Context: an optimization exercise on an open-source flow, tuned for small area, a short achievable clock period and few clock cycles per item. The choices shown serve that exercise and are no tape-out recipe. In this exercise RTL edits were held to simulation tests only and were not proved equivalent to the original.

## flow/design.v (module list and top-level ports; edited modules follow where they fit)
// module fp_classify: 22 lines
// module fp_sig_tree: 946 lines
// module fp_sig_add: 347 lines
// module fp_mult_unit: 102 lines
module fp_mult_unit
(
    input  logic                clk,
    input  logic                rst_n,
    input  logic                clk_en,
    input  logic                start,
    input  logic [FP_WIDTH-1:0] dataa,
    input  logic [FP_WIDTH-1:0] datab,
    output logic [FP_WIDTH-1:0] result,
    output logic                done,
    output logic                busy
);
  // ...
==> flow/flow/run.sh <==
#!/bin/bash
# Own layout flow: the standard flow, with the ports buffered by a
# stronger buffer than buffer_ports picks by default (the input ports
# drive wide fanouts straight into the multiplier tree).
set -euo pipefail
cd "$(dirname "$0")/.."
export BUFFER_PORTS_ARGS="-buffer_cell sky130_fd_sc_hd__buf_4"
bash standard.sh synth > synth.log 2>&1
bash standard.sh > layout.log 2>&1
==> flow/standard.sh <==
#!/bin/bash
# synth_recipe.tcl (not shown) runs the flow's synth.tcl, then flattens the netlist and writes it again
# the make line also repeats each setting of config.mk as NAME=value (left out here)
make -C /OpenROAD-flow-scripts/flow DESIGN_CONFIG=/design/flow/config.mk WORK_HOME=/design/flow/orfs CLKGATE_MAP_FILE= SYNTH_SCRIPT=/design/flow/synth_recipe.tcl "${@:-finish}"
==> flow/config.mk <==
export PLATFORM = sky130hd
export DESIGN_NAME = fp_mult_unit
export DESIGN_NICKNAME = fp_mult_unit
export VERILOG_FILES = /design/flow/design.v
export SDC_FILE = /design/flow/constraint.sdc
export NUM_CORES = 4
export LEC_CHECK = 0
export ABC_AREA = 1
export CAP_MARGIN = 20
export CORE_MARGIN = 2
export CORE_UTILIZATION = 60
export PLACE_DENSITY = 0.7
export SETUP_SLACK_MARGIN = 4
export SLEW_MARGIN = 20
==> flow/constraint.sdc <==
create_clock -name core_clock -period 12.0 [get_ports {clk}]
set_input_delay 2.4000 -clock core_clock [delete_from_list [all_inputs] [get_ports {clk}]]
set_output_delay 2.4000 -clock core_clock [all_outputs]
set_load 0.01 [all_outputs]
==> impl_metrics.json, run 1 <==
{
  "antenna_found_initial": 1,
  "dr_wl_met2_um": 28600,
  "slew_headroom_pct": 42.6,
  "critPathCapture": "result_q[22]",
  "fillers": 2287,
  "critPathMaxFanout": 24,
  "overflow": 0,
  "cts.path.max_buffers": 2,
  "grt_usage_pct": 42.0,
  "synthArstFlopShare_pct": 3.03,
  "clock-sinks": 33,
  "fmax_ghz": 0.120,
  "firstDrtPassIters": 8,
  "status": "complete, no violations",
  "synth_seq_area_share_pct": 5.51,
  "worst_ep_required_time_ns": 12.01,
  "reg2reg_to": "done_q",
  "dr_wl_met3_um": 9020,
  "yosys.area.top_type": "fa_1",
  "top_layer_used": "met5",
  "path_delay_family": "adder cells",
  "multi_input_area_share_pct": 72.6,
  "core-area_mm2": 0.0295,
  "cts-root-buf": "clkbuf_16",
  "cts_tree": "done",
  "synth_top_family_by_area": "adder cells",
  "synth_compound_area_share_pct": 13.7,
  "rows": 63,
  "netlist_area_mm2": 0.0179,
  "drive_gt1_share_pct": 20.7,
  "synthesis.instances": 2381,
  "hpwl_um": 42900,
  "insertion_delay_ns": 0.27,
  "finalNonFillerCells": 2899,
  "dp_slack_ns": 1.62,
  "hold-worst-slack_ns": 0.533,
  "fin_worst_skew_ns": 0,
  "clockBufferCount": 5,
  "nWellTaps": 390
}
Testbench counts, summed over its fixed seeds: cycles 8,000, items 8,000.
==> inputs of run 2 (changes only) <==
--- a/flow/config.mk
+++ b/flow/config.mk
@@ -10,5 +10,5 @@
 export CORE_MARGIN = 2
 export CORE_UTILIZATION = 60
 export PLACE_DENSITY = 0.7
-export SETUP_SLACK_MARGIN = 4
+export SETUP_SLACK_MARGIN = 5
 export SLEW_MARGIN = 20
==> run 2 against run 1 <==
Effect of this change:
- final cell count barely moved
- clock skew unchanged
- synthesized cell count stayed put
- critical path depth is 8 lower
- via count rose by 0.77%
- largest cell class unchanged
==> impl_metrics.json, run 2 <==
{
  "status": "complete, no violations",
  "fin_crit_sh_pct": 70.5,
  "synth_top_cells_by_count": "inv_1, nand2_1, xor2_1",
  "fmax_ghz": 0.118,
  "overflow": 0,
  "crit_type": "in -> reg",
  "ant_nets": 0,
  "worstPathArrival_ns": 8.50,
  "ys.warnings.count": 2,
  "grt_max_degree": 58,
  "final_area_mm2": 0.0216,
  "hold_buffers": 0,
  "final_common_cell": "inv_1",
  "clock-sinks": 33,
  "insertion_delay_ns": 0.28,
  "synthMuxAreaShare_pct": 0.0630,
  "cts.path.max_buffers": 2,
  "slew_headroom_pct": 27.6,
  "yosys.area.top_type": "fa_1",
  "ys_types": 52,
  "totalWireLength_um": 67600,
  "synth_seq_area_share_pct": 5.51,
  "multi_input_area_mm2": 0.0158,
  "worst_ep_required_time_ns": 12.03,
  "setup_viol": 0,
  "numPortBuffers": 101,
  "largest_reg_flops": 32,
  "synth_compound_area_share_pct": 13.7,
  "largest_register": "result_q",
  "pin_count": 102,
  "rsz0062_at_grt": "true",
  "hold-worst-slack_ns": 0.537,
  "numCtsBuffers": 5,
  "hold_depth": 1,
  "routedWlPerCell_um": 23.3,
  "ys_ff_latch": 33,
  "synthArstFlopShare_pct": 3.03,
  "hold_path.class": "reg -> reg",
  "die_h_um": 177,
  "syn_nets": 2818,
  "synth_area_leaders": "fa_1, xor2_1, o22ai_1",
  "reg_top3": "result_q: 32 flops, done_q: 1 flops",
  "r2r_cells": 1,
  "maxCapViolCount": 0,
  "synthesis.instances": 2381,
  "final_nets": 2942,
  "drtIter0Drc": 2831,
  "worst_slew_pin_slew_ns": 1.08,
  "drive_gt1_share_pct": 20.6,
  "grt_pass1_vias": 18500,
  "start_util_pct": 60.7,
  "tns_ns": 0,
  "gp_congestion": 0.990,
  "post-route-drc-count": 0,
  "fin_worst_skew_ns": 0,
  "cts-root-buf": "clkbuf_16",
  "synth_xor_area_share_pct": 14.4,
  "die_x_um": 177,
  "end_kind": "register",
  "fillers": 2278,
  "grt_pass1_wl_um": 103000,
  "synth_enable_flop_cells": 32,
  "dieArea_mm2": 0.0312,
  "core-area_mm2": 0.0295,
  "via_per_inst": 6.43,
  "final_cell_mix": "inv_1, nand2_1, xor2_1",
  "yosys.area.top_type_share_pct": 28.8,
  "cts_tree": "done",
  "grt_usage_pct": 43.1,
  "finalHoldViolCount": 0,
  "hpwl_um": 43200,
  "synth_fa_ha_area_share_pct": 36.6,
  "rows": 63,
  "start_kind": "input port",
  "post-route-min-period_ns": 8.47,
  "synth-simple-area-share_pct": 17.1,
  "regArea_um2": 986,
  "cts.reportedPaths.clkPinSlew_ns": 0.05,
  "reg2reg_slack_ns": 11.24,
  "antenna_found_initial": 2,
  "firstDrtPassIters": 11,
  "synth_most_common_cell": "inv_1",
  "htreeDepth": 2,
  "slew_viol_final": 0,
  "netlist_area_mm2": 0.0179,
  "syn2layout_area_growth_pct": 21.0,
  "avgSynthCellArea_um2": 7.51,
  "synth_ff_type": "edfxtp_1",
  "vias": 18600,
  "postPlaceCellArea_mm2": 0.0188,
  "synth_top_family_by_area": "adder cells",
  "critPathMaxFanout": 12
}
## run 2: cell counts after synthesis
No cell type changed its count.
## run 2: kinds of logic after synthesis
logic type | Yosys count
xor+xnor | 292
buf+inv | 577
mux | 1
compound gates | 406
fa+ha+maj | 369
flops | 33
simple gates | 703
## run 2: critical path: stages
cell,delay (ns)
buf_4,0.16
clkinvlp_2,0.87
fa_1,0.89
inv_1,0.06
fa_1,0.43
fa_1,0.46
fa_1,0.55
inv_1,0.05
fa_1,0.54
inv_1,0.09
ha_4,0.29
nand2_1,0.09
nor2_1,0.13
nand2_1,0.09
nand2_2,0.11
nand2_2,0.09
nand3_4,0.10
inv_2,0.05
fa_2,0.37
o21ai_2,0.09
xnor2_1,0.13
inv_1,0.07
o21ai_1,0.13
nor3_1,0.07
nand3_1,0.12
nand2_1,0.06
## run 2: area by class of cell
| cell class | count | area share (%) |
|---|---|---|
| repair inverters | 17 | 0.636 |
| diodes | 2 | 0.0231 |
| multi-input cells | 1784 | 72.9 |
| repair buffers | 241 | 10.4 |
| clock buffers | 5 | 0.578 |
| well taps | 390 | 2.26 |
| flip-flops and latches | 33 | 4.56 |
| inverters | 423 | 8.45 |
| clock inverters | 3 | 0.191 |
## run 2: final timing paths
kind / end / from
hold reg to reg: done_q / done_q
min in group asynchronous: done_q / rst_n
setup reg to reg: done_q / done_q
setup / recovery: result_q[18] / dataa[4]
max in group asynchronous: done_q / rst_n
hold / removal: done_q / done_q
## run 2: metal layers
layer  vias up  part of all wire, %  GRT usage [%]
li1       7929                    -              -
met1      8626                   35           53.1
met2      1541                   42           66.0
met3       547                   14           13.8
met4         2                  8.4           26.2
met5         -                0.065              0
## run 2: repair_timing
| item | 4_1_cts | 5_1_grt |
|---|---|---|
| buffers inserted | 90 | 21 |
| pin swaps | 70 | 40 |
| gates cloned | 31 | 3 |
| endpoints found under the setup margin | 31 | 31 |
| resized for setup | 233 | 72 |
## run 2: per-stage QoR
step                util, %  cells  worst slack (ns)
global route           73.4   2896              3.39
finish                 73.4   2898              3.53
floorplan                 -   2381              3.80
detailed placement     63.8   2743              1.73
CTS                    71.7   2872              3.76
global placement       63.8   2743              1.97
==> inputs of run 3 (changes only) <==
==> flow/flow/run.sh (replaced) <==
#!/bin/bash
# Own layout flow: the standard flow, with two changes.
#  1. The ports are buffered with buf_4 instead of the buffer buffer_ports
#     picks by default (the inputs fan out straight into the multiplier).
#  2. Between synthesis and floorplan, flow/fixinv.py re-polarises the full
#     adders of the standard synthesis (a full adder is self-dual) so that
#     fewer inverters sit between them; registers and logic function are
#     unchanged.
set -euo pipefail
cd "$(dirname "$0")/.."
export BUFFER_PORTS_ARGS="-buffer_cell sky130_fd_sc_hd__buf_4"
R=orfs/results/sky130hd/fp_mult_unit/base
bash standard.sh synth > synth.log 2>&1
cp $R/1_2_yosys.v 1_2_yosys.standard.v
python3 flow/fixinv.py 1_2_yosys.standard.v 1_2_yosys.fixinv.v > fixinv.log 2>&1
cp 1_2_yosys.fixinv.v $R/1_2_yosys.v
rm -f $R/1_synth.odb $R/1_synth.sdc
bash standard.sh > layout.log 2>&1
==> flow/flow/fixinv.py (new file) <==
#!/usr/bin/env python3
"""Re-polarise full adders in a Yosys netlist to remove inverters between them.

A full adder is self-dual: FA(~a, ~b, ~c) = (~cout, ~sum). Flipping a full
adder therefore complements what its output nets carry and what its input pins
expect, without changing the function of the design. Every inverter is first
dissolved into its source signal; a local search then chooses the full adders
to flip so that the fewest signals need their complement, and one inverter is
rebuilt for each signal that still does.

usage: fixinv.py IN.v OUT.v
"""
import re
import sys
from collections import defaultdict

src = open(sys.argv[1]).read()
m = re.search(r'\n(\s*sky130_fd_sc_hd__\w+\s+\S+\s*\()', src)
head_end = m.start() + 1
end = src.rindex('endmodule')
head = src[:head_end]
body = src[head_end:end]

cell_re = re.compile(r'\s*(sky130_fd_sc_hd__\w+)\s+(\S+)\s*\((.*?)\);', re.S)
pin_re = re.compile(r'\.(\w+)\(([^()]*)\)')
cells = []
pos = 0
for mm in cell_re.finditer(body):
    assert body[pos:mm.start()].strip() == '', body[pos:mm.start()][:200]
    pos = mm.end()
    typ, name, conn = mm.groups()
    pins = [(p, n.strip()) for p, n in pin_re.findall(conn)]
    cells.append([typ, name, pins])
assert body[pos:].strip() == ''

OUTS = {'X', 'Y', 'SUM', 'COUT', 'Q', 'Q_N', 'HI', 'LO'}
INV = re.compile(r'sky130_fd_sc_hd__(clk)?inv_\d+$')
FA = re.compile(r'sky130_fd_sc_hd__fa_\d+$')

driver = {}
for i, (typ, name, pins) in enumerate(cells):
    for p, n in pins:
        if p in OUTS:
            driver[n] = (i, p)

# logical literal of each net: (root net, polarity); inverters collapse
lit_cache = {}


def lit(n):
    if n in lit_cache:
        return lit_cache[n]
    d = driver.get(n)
    if d is not None and INV.match(cells[d[0]][0]):
        a = dict(cells[d[0]][2])['A']
        r, p = lit(a)
        res = (r, p ^ 1)
    else:
        res = (n, 0)
    lit_cache[n] = res
    return res


outports = set()
for mm in re.finditer(r'^\s*output\s+(\[(\d+):(\d+)\]\s+)?(\w+);', head, re.M):
    if mm.group(1):
        hi, lo = int(mm.group(2)), int(mm.group(3))
        for b in range(min(hi, lo), max(hi, lo) + 1):
            outports.add(f'{mm.group(4)}[{b}]')
    else:
        outports.add(mm.group(4))

inv_cells = [i for i, c in enumerate(cells) if INV.match(c[0])]
fa_cells = [i for i, c in enumerate(cells) if FA.match(c[0])]
is_fa = set(fa_cells)

# loads: (cell index or None for a port, pin, root, polarity demanded)
loads = defaultdict(list)
for i, (typ, name, pins) in enumerate(cells):
    if INV.match(typ):
        continue
    for p, n in pins:
        if p in OUTS:
            continue
        r, pol = lit(n)
        loads[r].append((i, p, pol))
for n in outports:
    r, pol = lit(n)
    if (r, pol) != (n, 0):
        loads[r].append((None, n, pol))

flip = defaultdict(int)        # FA index -> 1 if flipped


def root_flip(r):
    d = driver.get(r)
    if d is not None and d[0] in is_fa:
        return flip[d[0]]
    return 0


def needs_inv(r):
    x = root_flip(r)
    for (ci, p, pol) in loads[r]:
        want = pol ^ (flip[ci] if ci in is_fa else 0)
        if want != x:
            return True
    return False


# signals touching each FA (its outputs and inputs' roots)
fa_sigs = {}
for i in fa_cells:
    s = set()
    for p, n in cells[i][2]:
        if p in OUTS:
            s.add(n)
        else:
            s.add(lit(n)[0])
    fa_sigs[i] = s


def cost(sigs):
    return sum(needs_inv(r) for r in sigs)


before = sum(needs_inv(r) for r in list(loads))
import random
random.seed(1)
cur = sum(needs_inv(r) for r in list(loads))
best = cur
best_flip = dict(flip)
T = 2.0
steps = 60000
rounds = steps
for k in range(steps):
    T = 2.0 * (1 - k / steps) + 0.01
    i = random.choice(fa_cells)
    sig = fa_sigs[i]
    c0 = cost(sig)
    flip[i] ^= 1
    c1 = cost(sig)
    d = c1 - c0
    if d <= 0 or random.random() < pow(2.718, -d / T):
        cur += d
        if cur < best:
            best = cur
            best_flip = dict(flip)
    else:
        flip[i] ^= 1
flip.clear()
flip.update(best_flip)
after = sum(needs_inv(r) for r in list(loads))
sys.stderr.write(f'fixinv: {len(inv_cells)} inverters, {len(fa_cells)} full adders; '
                 f'signals needing a complement {before} -> {after}; '
                 f'{sum(flip.values())} adders flipped in {rounds} rounds\n')

# rebuild: reuse the old inverter instance/net names where possible
inv_of = {}            # root -> (inst name, out net) of an existing inverter on it
for i in inv_cells:
    a = dict(cells[i][2])['A']
    y = dict(cells[i][2])['Y']
    r, pol = lit(y)
    if pol == 1 and r not in inv_of and lit(a) == (r, 0):
        inv_of[r] = (cells[i][1], y, cells[i][0])

new_cells = []
extra_wires = []
made = {}
cnt = [0]


def phys(r, want):
    """net carrying literal (r, want) after flipping"""
    if want == root_flip(r):
        return r
    if r not in made:
        if r in inv_of:
            name, y, typ = inv_of[r]
        else:
            cnt[0] += 1
            name, y, typ = f'fixinv_{cnt[0]}', f'fixinv_n{cnt[0]}', 'sky130_fd_sc_hd__inv_1'
            extra_wires.append(y)
        made[r] = (name, y, typ)
    return made[r][1]


port_assigns = []
for i, (typ, name, pins) in enumerate(cells):
    if INV.match(typ):
        continue
    f = flip[i] if i in is_fa else 0
    newpins = []
    for p, n in pins:
        if p in OUTS:
            newpins.append((p, n))
        else:
            r, pol = lit(n)
            newpins.append((p, phys(r, pol ^ f)))
    new_cells.append((typ, name, newpins))

# output ports that were driven through inverters
for n in sorted(outports):
    r, pol = lit(n)
    if (r, pol) == (n, 0):
        continue
    d = driver.get(n)
    # keep the port's own driver: an inverter (or buffer chain) from the root
    want = pol
    if want == root_flip(r):
        # port carries the root's value as-is: use a buffer to keep the port net
        new_cells.append(('sky130_fd_sc_hd__buf_1', f'fixinv_pb{len(new_cells)}', [('A', r), ('X', n)]))
    else:
        new_cells.append(('sky130_fd_sc_hd__inv_1', f'fixinv_pi{len(new_cells)}', [('A', r), ('Y', n)]))

for r, (name, y, typ) in made.items():
    new_cells.append((typ, name, [('A', r), ('Y', y)]))

# nets that no longer exist keep their declarations (harmless); add new ones
out = [head]
for w in extra_wires:
    out.append(f'  wire {w};\n')
def esc(n):
    return n + ' ' if n.startswith('\\') else n


for typ, name, pins in new_cells:
    out.append(f'  {typ} {esc(name)} (\n' + ',\n'.join(f'    .{p}({esc(n)})' for p, n in pins) + '\n  );\n')
out.append('endmodule\n')
open(sys.argv[2], 'w').write(''.join(out))
sys.stderr.write(f'fixinv: {len(made)} inverters rebuilt\n')
--- a/flow/config.mk
+++ b/flow/config.mk
@@ -10,5 +10,5 @@
 export CORE_MARGIN = 2
 export CORE_UTILIZATION = 60
 export PLACE_DENSITY = 0.7
-export SETUP_SLACK_MARGIN = 5
+export SETUP_SLACK_MARGIN = 3
 export SLEW_MARGIN = 20
==> run 3 against run 2 <==
Effect of this change:
- still clean
- sequential share of layout area is 0.53 points higher
- worst hold slack got worse by 0.0034 ns
- synthesized area is 2.9% lower
- wire length fell by 15%
- first-iteration DRC count fell by 29%
- via count shrank 11%
- critical endpoint is now result_q[10]
- largest cell class unchanged
- highest routed layer is now met4
==> impl_metrics.json, run 3 <==
{
  "fmax_ghz": 0.113,
  "grt_pass1_vias": 16200,
  "avgSynthCellArea_um2": 7.74,
  "cpMostUsedCell": "fa_1",
  "cpMaxStageDelayCell": "fa_1",
  "multi_input_area_mm2": 0.0150,
  "netlist_area_mm2": 0.0174,
  "dieArea_mm2": 0.0303,
  "status": "complete, no violations",
  "final_nets": 2723,
  "start_util_pct": 60.7,
  "hold_path.class": "reg -> reg",
  "reg2reg_slack_ns": 11.25,
  "ant_nets": 0,
  "ys.warnings.count": 2,
  "reg_top3": "result_q: 32 flops, done_q: 1 flops",
  "pin_count": 102,
  "final_cell_mix": "nand2_1, xor2_1, inv_1",
  "tns_ns": 0,
  "post-route-min-period_ns": 8.81,
  "grt_pass1_wl_um": 89200,
  "insertion_delay_ns": 0.27,
  "crit_type": "in -> reg",
  "antenna_found_initial": 0,
  "cts_tree": "done",
  "gp_congestion": 1.01,
  "largest_register": "result_q",
  "die_h_um": 174,
  "cts.reportedPaths.clkPinSlew_ns": 0.05,
  "fillers": 2463,
  "critPathMaxFanout": 23,
  "die_x_um": 174,
  "fin_crit_sh_pct": 73.5,
  "grt_usage_pct": 37.4,
  "final_common_cell": "nand2_1",
  "core-area_mm2": 0.0286,
  "largest_reg_flops": 32,
  "vias": 16600,
  "start_kind": "input port",
  "cts-root-buf": "clkbuf_16",
  "finalHoldViolCount": 0,
  "cts.path.max_buffers": 2,
  "totalWireLength_um": 57300,
  "rsz0062_at_grt": "false",
  "end_kind": "register",
  "setup_viol": 0,
  "fin_worst_skew_ns": 0,
  "drive_gt1_share_pct": 14.3,
  "routedWlPerCell_um": 21.4,
  "slew_headroom_pct": 44.0,
  "drtIter0Drc": 2000,
  "numPortBuffers": 101,
  "firstDrtPassIters": 6,
  "max_stage_delay_ns": 0.49,
  "slew_viol_final": 0,
  "worstPathArrival_ns": 8.96,
  "maxCapViolCount": 0,
  "post-route-drc-count": 0,
  "overflow": 0,
  "htreeDepth": 2,
  "hpwl_um": 42400,
  "syn_nets": 2681,
  "grt_max_degree": 58,
  "via_per_inst": 6.22,
  "synthesis.instances": 2244,
  "antennaDiodeCount": 0,
  "rows": 62,
  "syn2layout_area_growth_pct": 11.6,
  "numCtsBuffers": 5,
  "worst_ep_required_time_ns": 12.14,
  "regArea_um2": 986,
  "clock-sinks": 33,
  "worst_slew_pin_slew_ns": 0.839
}
==> run 3: through the flow <==
stage          util [%]  worst slack (ns)  instance area, µm²  hold slack, ns  cells
2_1_floorplan         -              3.09               17400           0.573   2244
3_3_place_gp       63.9              1.69               18300           0.517   2623
3_5_place_dp       63.9              1.44               18300           0.529   2623
4_1_cts            65.6              3.00               18800           0.540   2645
5_1_grt            67.7              2.90               19400           0.551   2671
6_report           67.7              3.19               19400           0.533   2671
==> run 3: final timing paths <==
kind / from / end / cells after the start
worst max-delay path: datab[5] / result_q[10] / 30
max in group asynchronous: rst_n / done_q / 1
worst min register to register: done_q / done_q / 1
min in group asynchronous: rst_n / done_q / 1
worst max register to register: done_q / done_q / 1
worst min-delay path: done_q / done_q / 1
==> run 3: per-layer routing <==
layer	wire [µm]	track usage, %
met4	2960	16.3
met5	0	0
met1	22100	49.6
met3	7220	9.80
met2	25000	57.9
==> run 3: worst max-delay path, delay by kind of cell <==
kind / cells / cell delay [ns]
xor+xnor: 1 / 0.25
fa+ha+maj: 10 / 3.70
buf+inv: 7 / 0.76
compound gates: 5 / 0.93
simple gates: 7 / 0.87
==> run 3: final cells by class <==
type	instances	share of cell area [%]
Sequential cell	33	5.09
Clock inverter	1	0.0258
Tap cell	384	2.48
Timing Repair Buffer	183	7.99
Inverter	286	5.95
Multi-Input combinational cell	1774	77.6
Clock buffer	7	0.787
Timing Repair inverter	3	0.0775
==> run 3: timing repair <==
action,in CTS,in global routing
resized for setup,69,92
pin swaps,2,21
endpoints found under the setup margin,31,31
buffers inserted,10,23
hold buffers,0,0
hold endpoints to repair,0,0
cloned,4,3
==> inputs of run 4 (changes only) <==
--- a/flow/config.mk
+++ b/flow/config.mk
@@ -8,7 +8,7 @@
 export ABC_AREA = 1
 export CAP_MARGIN = 20
 export CORE_MARGIN = 2
-export CORE_UTILIZATION = 60
-export PLACE_DENSITY = 0.7
+export CORE_UTILIZATION = 72
+export PLACE_DENSITY = 0.8
 export SETUP_SLACK_MARGIN = 3
 export SLEW_MARGIN = 20
==> run 4 against run 3 <==
Effect of this change:
- non-clock buffer count is 18 higher
- clock skew is the same
- fmax down 0.54%
- critical endpoint is now result_q[18]
- largest cell class unchanged
==> impl_metrics.json, run 4 <==
{
  "tns_ns": 0,
  "core-area_mm2": 0.0235,
  "insertion_delay_ns": 0.28,
  "final_common_cell": "nand2_1",
  "path_delay_family": "adder cells",
  "reg2reg_to": "done_q",
  "r2r_start": "done_q",
  "largest_reg_flops": 32,
  "reg_top3": "result_q: 32 flops, done_q: 1 flops",
  "min_from": "done_q",
  "drtIter0Drc": 2792,
  "status": "complete, no violations",
  "post-route-min-period_ns": 8.86,
  "hold_path.class": "reg -> reg",
  "finalHoldViolCount": 0,
  "dieArea_mm2": 0.0254,
  "r2r_cells": 1,
  "routedWlPerCell_um": 24.0,
  "avgSynthCellArea_um2": 7.74,
  "htreeDepth": 2,
  "max_stage_delay_ns": 0.52,
  "die_h_um": 159,
  "maxCapViolCount": 0,
  "die_x_um": 159,
  "worst_slack_ns": 3.14,
  "start_kind": "input port",
  "numCtsBuffers": 5,
  "fillers": 1482,
  "antenna_found_initial": 0,
  "final_nets": 2743,
  "pin_count": 102,
  "fmax_ghz": 0.113,
  "antennaDiodeCount": 0,
  "cts_tree": "done",
  "setup_viol": 0,
  "hpwl_um": 42100,
  "grt_pass1_vias": 16800,
  "cpMaxStageDelayCell": "fa_1",
  "overflow": 0,
  "via_per_inst": 6.83,
  "cts.reportedPaths.clkPinSlew_ns": 0.05,
  "dp_slack_ns": 1.70,
  "rows": 56,
  "ys.warnings.count": 2,
  "hold_buffers": 0,
  "worstPathArrival_ns": 8.89,
  "worst_slew_pin_slew_ns": 0.859,
  "gp_congestion": 1.04,
  "crit_type": "in -> reg",
  "grt_pass1_wl_um": 89200,
  "cts.path.max_buffers": 2,
  "drive_gt1_share_pct": 15.9,
  "grt_max_degree": 58,
  "post-route-drc-count": 0,
  "largest_register": "result_q",
  "totalWireLength_um": 63000,
  "vias": 17900,
  "rsz0062_at_grt": "true",
  "reg2reg_slack_ns": 11.24,
  "ant_nets": 0,
  "syn_nets": 2681,
  "end_kind": "register",
  "cpMostUsedCell": "fa_1",
  "numPortBuffers": 101,
  "slew_headroom_pct": 42.4,
  "startpoint": "datab[19]",
  "cts-root-buf": "clkbuf_16",
  "syn2layout_area_growth_pct": 13.4,
  "critPathCapture": "result_q[18]",
  "slew_viol_final": 0,
  "firstDrtPassIters": 13,
  "critical_path_buf_inv_count": 6,
  "final_cell_mix": "nand2_1, xor2_1, inv_1",
  "fin_worst_skew_ns": 0,
  "path_depth": 30,
  "synthesis.instances": 2244,
  "start_util_pct": 73.8,
  "fin_crit_sh_pct": 73.9,
  "netlist_area_mm2": 0.0174,
  "critPathMaxFanout": 24,
  "grt_usage_pct": 44.5,
  "clock-sinks": 33,
  "worst_ep_required_time_ns": 12.03
}
-- run 4: area by class of cell --
| type | count | area [µm²] | area share, % |
|---|---|---|---|
| Clock buffer | 8 | 146 | 0.743 |
| Inverter | 286 | 1160 | 5.88 |
| Multi-Input combinational cell | 1775 | 15200 | 77.1 |
| Timing Repair Buffer | 201 | 1800 | 9.15 |
| Sequential cell | 33 | 986 | 5.01 |
| Timing Repair inverter | 4 | 20.0 | 0.102 |
| Tap cell | 319 | 399 | 2.03 |
-- run 4: repair_timing --
item | CTS | global route
cloned | 5 | 10
pin swaps | 2 | 33
buffers inserted | 6 | 43
endpoints found under the setup margin | 31 | 31
gates resized for setup | 63 | 144
-- run 4: worst min-delay path by stage --
stage	slack, ns	end	cells past startpoint
2_1_floorplan	0.57	done_q	1
3_3_place_gp	0.51	done_q	1
3_5_place_dp	0.55	done_q	1
4_1_cts	0.54	done_q	1
5_1_grt	0.55	done_q	1
6_report	0.54	done_q	1
-- run 4: through the flow --
| stage | area, µm² | std cells | hold WS [ns] | util [%] |
|---|---|---|---|---|
| 3_5_place_dp | 18200 | 2554 | 0.546 | 77.3 |
| 3_3_place_gp | 18200 | 2554 | 0.515 | 77.3 |
| 6_report | 19700 | 2626 | 0.543 | 83.6 |
| 4_1_cts | 18600 | 2573 | 0.543 | 79.1 |
| 2_1_floorplan | 17400 | 2244 | 0.573 | - |
| 5_1_grt | 19700 | 2626 | 0.547 | 83.6 |
-- run 4: metal layers --
| layer | routed length [µm] | vias up | track usage (%) |
|---|---|---|---|
| li1 | - | 7498 | - |
| met5 | 69 | - | 2.08 |
| met3 | 10200 | 602 | 13.8 |
| met4 | 5870 | 2 | 21.6 |
| met1 | 20600 | 8103 | 56.0 |
| met2 | 26300 | 1722 | 69.9 |

-- afterwards: timing with drivers on the ports --
No port has a modelled driver above. Below, the same layouts with a new extraction and two added sets of constraints.
Step 1 assumes that a clkbuf_16 drives the clock port and a buf_2 every other input.
Step 2 times the ports against the registers' clock, not the clock port: input delays grow and output delays shrink by t, the midpoint of the rising clock arrivals with the driver on.
Slacks: no drivers / after step 1 / after step 2; pairs: no drivers / after step 1.
run	t, ns	setup slack, ns	clock arrival spread, ns	worst slew at a driven data input, ns	pins driven straight from the clock port
run 1	0.304	3.674 / 3.551 / 3.247	0.004 / 0.004	0.21	1
run 2	0.308	3.535 / 3.533 / 3.224	0.004 / 0.003	0.22	1
run 3	0.306	3.185 / 3.168 / 2.861	0.003 / 0.003	0.08	1
run 4	0.314	3.138 / 3.138 / 2.824	0.005 / 0.004	0.10	1
After both steps every run listed still meets setup and hold. The setup slack of run 1, which loses most, moves by -0.123 ns with the drivers and by -0.427 ns with both steps.
